What follows belongs to an exercise in optimizing a design on an open flow for small area, a short achievable clock period and few clock cycles per item; a production flow would make more cautious choices.
RTL that was checked went through simulation tests only; none was proved equivalent to the original.

==> inputs of 11-19 <==
## pid_mc_core
module pid_mc_core #(
   parameter int                        W         = 16,
   parameter int                        FRAC      = 15,
   parameter int                        IACC_W    = 32,
   parameter int                        NCH       = 4,
   parameter logic signed [IACC_W-1:0]  I_ACC_MAX = 32'sh0FFFFFFF,
   parameter logic signed [IACC_W-1:0]  I_ACC_MIN = -32'sh10000000,
   parameter int                        DF_SHIFT  = 2,
   localparam int                       CH_W      = $clog2(NCH)
) (
   input  logic            clk,
   input  logic            rst_n,
   input  logic            in_valid,
   output logic            in_ready,
   input  logic [CH_W-1:0] in_ch,
   input  logic [W-1:0]    v_in,
   input  logic [W-1:0]    v_ref,
   input  logic            cfg_we,
   input  logic [CH_W-1:0] cfg_ch,
   input  logic [1:0]      cfg_sel,
   input  logic [W-1:0]    cfg_data,
   input  logic            ch_clr,
   input  logic [CH_W-1:0] ch_clr_id,
   output logic            out_valid,
   output logic [CH_W-1:0] out_ch,
   output logic [W-1:0]    u_out,
   output logic            u_sat
);
export LEC_CHECK = 0
export ABC_AREA = 1
export CAP_MARGIN = 20
export CORE_MARGIN = 2
export CORE_UTILIZATION = 40
export SETUP_SLACK_MARGIN = 5
export SLEW_MARGIN = 20
create_clock -name core_clock -period 10.0 [get_ports {clk}]
run.sh (not shown) runs the stock make flow with config.mk's settings and CLKGATE_MAP_FILE= SYNTH_SCRIPT=/design/flow/synth_recipe.tcl, a recipe that flattens the netlist after the stock synthesis.
==> inputs of 08-04, as changes to 11-19 <==
--- a/flow/design.v
+++ b/flow/design.v
@@ -30,16 +30,20 @@
    localparam int EW  = W + 1;           
    localparam int DW  = W + 2;           
    localparam int MW  = AW + W;          
    localparam int PW  = EW + W;          
    localparam int QW  = DW + W;          
    localparam int PDW = 20;              
    localparam int SW  = MW - FRAC + 1;   
-   localparam logic signed [AW-1:0] A_MAX = AW'(I_ACC_MAX);
-   localparam logic signed [AW-1:0] A_MIN = AW'(I_ACC_MIN);
+   localparam logic signed [AW-1:0] A_MAX = 268435455;
+   localparam logic signed [AW-1:0] A_MIN = -268435456;
+   localparam logic signed [AW:0]   A_HI  = 268435455;
+   localparam logic signed [AW:0]   A_LO  = -268435456;
+   localparam logic signed [SW-1:0] S_MAX = 32767;
+   localparam logic signed [SW-1:0] S_MIN = -32768;
    logic                  accept;
    logic signed [EW-1:0]  e_in;
    logic                  s1_v;
    logic [CH_W-1:0]       s1_ch;
    logic signed [EW-1:0]  s1_e;
    logic                  cq_we;
    logic [CH_W-1:0]       cq_ch;
@@ -96,104 +100,125 @@
       clq_id  <= ch_clr_id;
    end
    logic signed [W-1:0]   kp_a [NCH];
    logic signed [W-1:0]   ki_a [NCH];
    logic signed [W-1:0]   kd_a [NCH];
    logic signed [EW-1:0]  ep_a [NCH];
    logic signed [AW-1:0]  ac_a [NCH];
-   logic signed [MW-1:0]  pi_a [NCH];
-   logic                  hd_a [NCH];
-   logic                  hi_a [NCH];
-   logic                  lo_a [NCH];
+   logic [2:0]            kv   [NCH];
+   logic                  ez   [NCH];
+   logic                  az   [NCH];
    logic                  s4_v;
    logic [CH_W-1:0]       s4_ch;
    logic signed [AW-1:0]  acc_new;
    logic signed [MW-1:0]  pi_new;
    logic                  hold, a_hi, a_lo;
    for (genvar c = 0; c < NCH; c++) begin : g_ch
-      always_ff @(posedge clk or negedge rst_n) begin
-         if (!rst_n) begin
-            kp_a[c] <= '0;
-            ki_a[c] <= '0;
-            kd_a[c] <= '0;
-         end else if (cq_we && cq_ch == CH_W'(c)) begin
+      always_ff @(posedge clk) begin
+         if (cq_we && cq_ch == CH_W'(c)) begin
             case (cq_sel)
                2'd0:    kp_a[c] <= cq_data;
                2'd1:    ki_a[c] <= cq_data;
                2'd2:    kd_a[c] <= cq_data;
                default: ;
             endcase
          end
       end
       always_ff @(posedge clk or negedge rst_n) begin
-         if (!rst_n)                               ep_a[c] <= '0;
-         else if (clq_en && clq_id == CH_W'(c))    ep_a[c] <= '0;
-         else if (s1_v && s1_ch == CH_W'(c))       ep_a[c] <= s1_e;
+         if (!rst_n)                                   kv[c] <= '0;
+         else if (cq_we && cq_ch == CH_W'(c) && cq_sel != 2'd3)
+            kv[c][cq_sel] <= 1'b1;
+      end
+      always_ff @(posedge clk) begin
+         if (s1_v && s1_ch == CH_W'(c)) ep_a[c] <= s1_e;
       end
       always_ff @(posedge clk or negedge rst_n) begin
-         if (!rst_n)                               ac_a[c] <= '0;
-         else if (clq_en && clq_id == CH_W'(c))    ac_a[c] <= '0;
-         else if (s4_v && s4_ch == CH_W'(c))       ac_a[c] <= acc_new;
+         if (!rst_n)                               ez[c] <= 1'b1;
+         else if (clq_en && clq_id == CH_W'(c))    ez[c] <= 1'b1;
+         else if (s1_v && s1_ch == CH_W'(c))       ez[c] <= 1'b0;
       end
       always_ff @(posedge clk) begin
-         if (s4_v && s4_ch == CH_W'(c)) begin
-            pi_a[c] <= pi_new;
-            hd_a[c] <= hold;
-            hi_a[c] <= a_hi;
-            lo_a[c] <= a_lo;
-         end
+         if (s4_v && s4_ch == CH_W'(c)) ac_a[c] <= acc_new;
+      end
+      always_ff @(posedge clk or negedge rst_n) begin
+         if (!rst_n)                               az[c] <= 1'b1;
+         else if (clq_en && clq_id == CH_W'(c))    az[c] <= 1'b1;
+         else if (s4_v && s4_ch == CH_W'(c))       az[c] <= 1'b0;
       end
    end
+   logic signed [MW-1:0]  h0_p, h1_p;
+   logic                  h0_hd, h0_hi, h0_lo, h1_hd, h1_hi, h1_lo;
+   always_ff @(posedge clk) begin
+      h0_p  <= pi_new;
+      h0_hd <= hold;
+      h0_hi <= a_hi;
+      h0_lo <= a_lo;
+      h1_p  <= h0_p;
+      h1_hd <= h0_hd;
+      h1_hi <= h0_hi;
+      h1_lo <= h0_lo;
+   end
    logic                  s2_v, s3_v;
    logic [CH_W-1:0]       s2_ch, s3_ch;
    logic signed [EW-1:0]  ep_r;
    logic signed [AW-1:0]  ac_r;
    logic                  fwd1;
-   assign ep_r = ep_a[s1_ch];
-   assign ac_r = ac_a[s1_ch];
-   assign fwd1 = (s2_v && s2_ch == s1_ch) || (s3_v && s3_ch == s1_ch) ||
-                 (s4_v && s4_ch == s1_ch);
+   logic [1:0]            dist1;
+   logic [2:0]            kv_r;
+   assign kv_r = kv[s1_ch];
+   assign ep_r = ez[s1_ch] ? '0 : ep_a[s1_ch];
+   assign ac_r = az[s1_ch] ? '0 : ac_a[s1_ch];
+   always_comb begin
+      if (s2_v && s2_ch == s1_ch)      begin fwd1 = 1'b1; dist1 = 2'd1; end
+      else if (s3_v && s3_ch == s1_ch) begin fwd1 = 1'b1; dist1 = 2'd2; end
+      else if (s4_v && s4_ch == s1_ch) begin fwd1 = 1'b1; dist1 = 2'd3; end
+      else                             begin fwd1 = 1'b0; dist1 = 2'd0; end
+   end
    logic                  s2_fwd;
+   logic [1:0]            s2_dist;
    logic signed [EW-1:0]  s2_e;
    logic signed [DW-1:0]  s2_df;
    logic signed [AW-1:0]  s2_mi;
    logic signed [W-1:0]   s2_kp, s2_ki, s2_kd;
    always_ff @(posedge clk or negedge rst_n) begin
       if (!rst_n) s2_v <= 1'b0;
       else        s2_v <= s1_v;
    end
    always_ff @(posedge clk) begin
       s2_ch  <= s1_ch;
       s2_fwd <= fwd1;
+      s2_dist <= dist1;
       s2_e   <= s1_e;
-      s2_df  <= DW'(s1_e) - DW'(ep_r);
-      s2_mi  <= fwd1 ? AW'(ep_r) : ac_r;
-      s2_kp  <= kp_a[s1_ch];
-      s2_ki  <= ki_a[s1_ch];
-      s2_kd  <= kd_a[s1_ch];
+      s2_df  <= s1_e - ep_r;
+      s2_mi  <= fwd1 ? ep_r : ac_r;
+      s2_kp  <= kv_r[0] ? kp_a[s1_ch] : '0;
+      s2_ki  <= kv_r[1] ? ki_a[s1_ch] : '0;
+      s2_kd  <= kv_r[2] ? kd_a[s1_ch] : '0;
    end
    logic [MW-1:0] mi_s, mi_c;
    logic [34:0]   mp_s, mp_c;
    logic [34:0]   md_s, md_c;
    mul_i u_mi (.a(s2_mi), .b(s2_ki), .ps(mi_s), .pc(mi_c));
    mul_p u_mp (.a(s2_e),  .b(s2_kp), .ps(mp_s), .pc(mp_c));
    mul_d u_md (.a(s2_df), .b(s2_kd), .ps(md_s), .pc(md_c));
    logic                  s3_fwd;
+   logic [1:0]            s3_dist;
    logic signed [EW-1:0]  s3_e;
    logic signed [W-1:0]   s3_ki;
    logic [MW-1:0]         s3_mis, s3_mic;
    logic [34:0]           s3_mps, s3_mpc;
    logic [34:0]           s3_mds, s3_mdc;
    always_ff @(posedge clk or negedge rst_n) begin
       if (!rst_n) s3_v <= 1'b0;
       else        s3_v <= s2_v;
    end
    always_ff @(posedge clk) begin
       s3_ch  <= s2_ch;
       s3_fwd <= s2_fwd;
+      s3_dist <= s2_dist;
       s3_e   <= s2_e;
       s3_ki  <= s2_ki;
       s3_mis <= mi_s;
       s3_mic <= mi_c;
       s3_mps <= mp_s;
       s3_mpc <= mp_c;
       s3_mds <= md_s;
@@ -222,19 +247,22 @@
                  (t1[PDW-2:0] & r3[PDW-2:0]), cd};
    assign pd3 = u0 + u1;
    logic                  byp;
    logic signed [MW-1:0]  pi_r;
    logic signed [AW-1:0]  ac3_r;
    logic                  hd_r, hi_r, lo_r;
    assign byp   = s4_v && s4_ch == s3_ch;
-   assign pi_r  = byp ? pi_new  : pi_a[s3_ch];
-   assign ac3_r = byp ? acc_new : ac_a[s3_ch];
-   assign hd_r  = byp ? hold    : hd_a[s3_ch];
-   assign hi_r  = byp ? a_hi    : hi_a[s3_ch];
-   assign lo_r  = byp ? a_lo    : lo_a[s3_ch];
+   assign ac3_r = byp ? acc_new : az[s3_ch] ? '0 : ac_a[s3_ch];
+   always_comb begin
+      case (s3_dist)
+         2'd1:    begin pi_r = pi_new; hd_r = hold;  hi_r = a_hi;  lo_r = a_lo;  end
+         2'd2:    begin pi_r = h0_p;   hd_r = h0_hd; hi_r = h0_hi; lo_r = h0_lo; end
+         default: begin pi_r = h1_p;   hd_r = h1_hd; hi_r = h1_hi; lo_r = h1_lo; end
+      endcase
+   end
    logic                  s4_fwd;
    logic signed [EW-1:0]  s4_e;
    logic signed [W-1:0]   s4_ki;
    logic signed [MW-1:0]  s4_m, s4_pp;
    logic signed [PDW-1:0] s4_pd;
    logic signed [AW-1:0]  s4_ac;
    logic                  s4_hd, s4_hi, s4_lo;
@@ -257,44 +285,46 @@
    end
    logic signed [MW-1:0]  ki_max, ki_min;
    logic signed [SW-1:0]  s, s_h, s_mx, s_mn, s_nm, s_nf;
    logic [FRAC:0]         lm;
    logic                  s_hi, s_lo, sat;
    logic signed [AW:0]    a_sum;
    logic [W-1:0]          u_n;
-   assign ki_max = (MW'(s4_ki) <<< 28) - MW'(s4_ki);
-   assign ki_min = -(MW'(s4_ki) <<< 28);
+   logic signed [MW-1:0]  kix;
+   assign kix    = s4_ki;
+   assign ki_max = (kix <<< 28) - kix;
+   assign ki_min = -(kix <<< 28);
    logic signed [SW-1:0]  x0, x1, x2, y0, y1;
    assign lm   = {1'b0, s4_pp[FRAC-1:0]} + {1'b0, s4_m[FRAC-1:0]};
-   assign x0   = SW'(s4_pp >>> FRAC);
-   assign x1   = SW'(s4_m >>> FRAC);
-   assign x2   = SW'(s4_pd);
+   assign x0   = s4_pp >>> FRAC;
+   assign x1   = s4_m >>> FRAC;
+   assign x2   = s4_pd;
    assign y0   = x0 ^ x1 ^ x2;
    assign y1   = {(x0[SW-2:0] & x1[SW-2:0]) | (x0[SW-2:0] & x2[SW-2:0]) |
                   (x1[SW-2:0] & x2[SW-2:0]), 1'b0};
-   assign s_nm = y0 + y1 + SW'(lm[FRAC]);
+   assign s_nm = y0 + y1 + {{(SW-1){1'b0}}, lm[FRAC]};
    assign s_nf = x1 + x2;
    assign s_h  = x0 + x2;
-   assign s_mx = SW'(ki_max >>> FRAC) + x2;
-   assign s_mn = SW'(ki_min >>> FRAC) + x2;
+   assign s_mx = (ki_max >>> FRAC) + x2;
+   assign s_mn = (ki_min >>> FRAC) + x2;
    always_comb begin
       if (!s4_fwd)    begin s = s_nf; pi_new = s4_m;          end
       else if (s4_hd) begin s = s_h;  pi_new = s4_pp;         end
       else if (s4_hi) begin s = s_mx; pi_new = ki_max;        end
       else if (s4_lo) begin s = s_mn; pi_new = ki_min;        end
       else            begin s = s_nm; pi_new = s4_pp + s4_m;  end
    end
-   assign s_hi = (s > SW'(32767));
-   assign s_lo = (s < -SW'(32768));
+   assign s_hi = (s > S_MAX);
+   assign s_lo = (s < S_MIN);
    assign sat  = s_hi || s_lo;
    assign u_n  = s_hi ? 16'h7FFF : s_lo ? 16'h8000 : s[W-1:0];
    assign hold = sat && (s4_e[EW-1] == s[SW-1]);
-   assign a_sum   = (AW+1)'(s4_ac) + (AW+1)'(s4_e);
-   assign a_hi    = (a_sum > (AW+1)'(A_MAX));
-   assign a_lo    = (a_sum < (AW+1)'(A_MIN));
+   assign a_sum   = s4_ac + s4_e;
+   assign a_hi    = (a_sum > A_HI);
+   assign a_lo    = (a_sum < A_LO);
    assign acc_new = hold ? s4_ac : a_hi ? A_MAX : a_lo ? A_MIN : a_sum[AW-1:0];
    always_ff @(posedge clk or negedge rst_n) begin
       if (!rst_n) out_valid <= 1'b0;
       else        out_valid <= s4_v;
    end
    always_ff @(posedge clk) begin
       out_ch <= s4_ch;
--- a/flow/config.mk
+++ b/flow/config.mk
@@ -5,9 +5,10 @@
 export SDC_FILE = /design/flow/constraint.sdc
 export NUM_CORES = 4
 export LEC_CHECK = 0
 export ABC_AREA = 1
 export CAP_MARGIN = 20
 export CORE_MARGIN = 2
 export CORE_UTILIZATION = 40
+export PLACE_DENSITY = 0.75
 export SETUP_SLACK_MARGIN = 5
 export SLEW_MARGIN = 20
==> comparison <==
Of 08-04 and 11-19, 11-19 has the higher flip-flop and latch count (gap 72).
Utilization: 11-19 is lower than 08-04 (1.4 points).
Die area: 11-19 is higher than 08-04 (6.9%).
Of 08-04 and 11-19, 08-04 has the higher worst hold slack (gap 0.50 ps).
In 08-04 the first-iteration DRC count is lower than in 11-19, by 1.0%.
Of 08-04 and 11-19, 08-04 has the higher critical path depth (gap 14).
Testbench counts of 08-04, summed over its fixed seeds: cycles 4,935, items 4,800.
No functional check of the RTL was part of 11-19.

-- separate check: timing with driven ports --
The flow's constraints put no driver on any port. The routed layouts listed below were extracted and timed again, unchanged, in two steps.
Step 1: set_driving_cell puts a clkbuf_16 on clk and a buf_2 on each other input, an assumption about the parent block.
Step 2 adds t to the input delays and takes it off the output delays; t is the mean of the earliest and latest rising clock arrival at the registers after step 1. Input paths then give back, and output paths get back, about the clock's delay inside the block.
a / b / c = no drivers / after step 1 / after step 2; a / b = the first two.
run | shift t [ns] | slack for setup (ns) | worst setup path after step 2 | worst slew at a driven data input, ns
11-19 | 0.866 | 5.114 / 5.114 / 5.114 | register to register | 0.06
08-04 | 0.811 | 4.974 / 4.974 / 4.974 | register to register | 0.04
After both steps setup and hold are still met in every run listed.
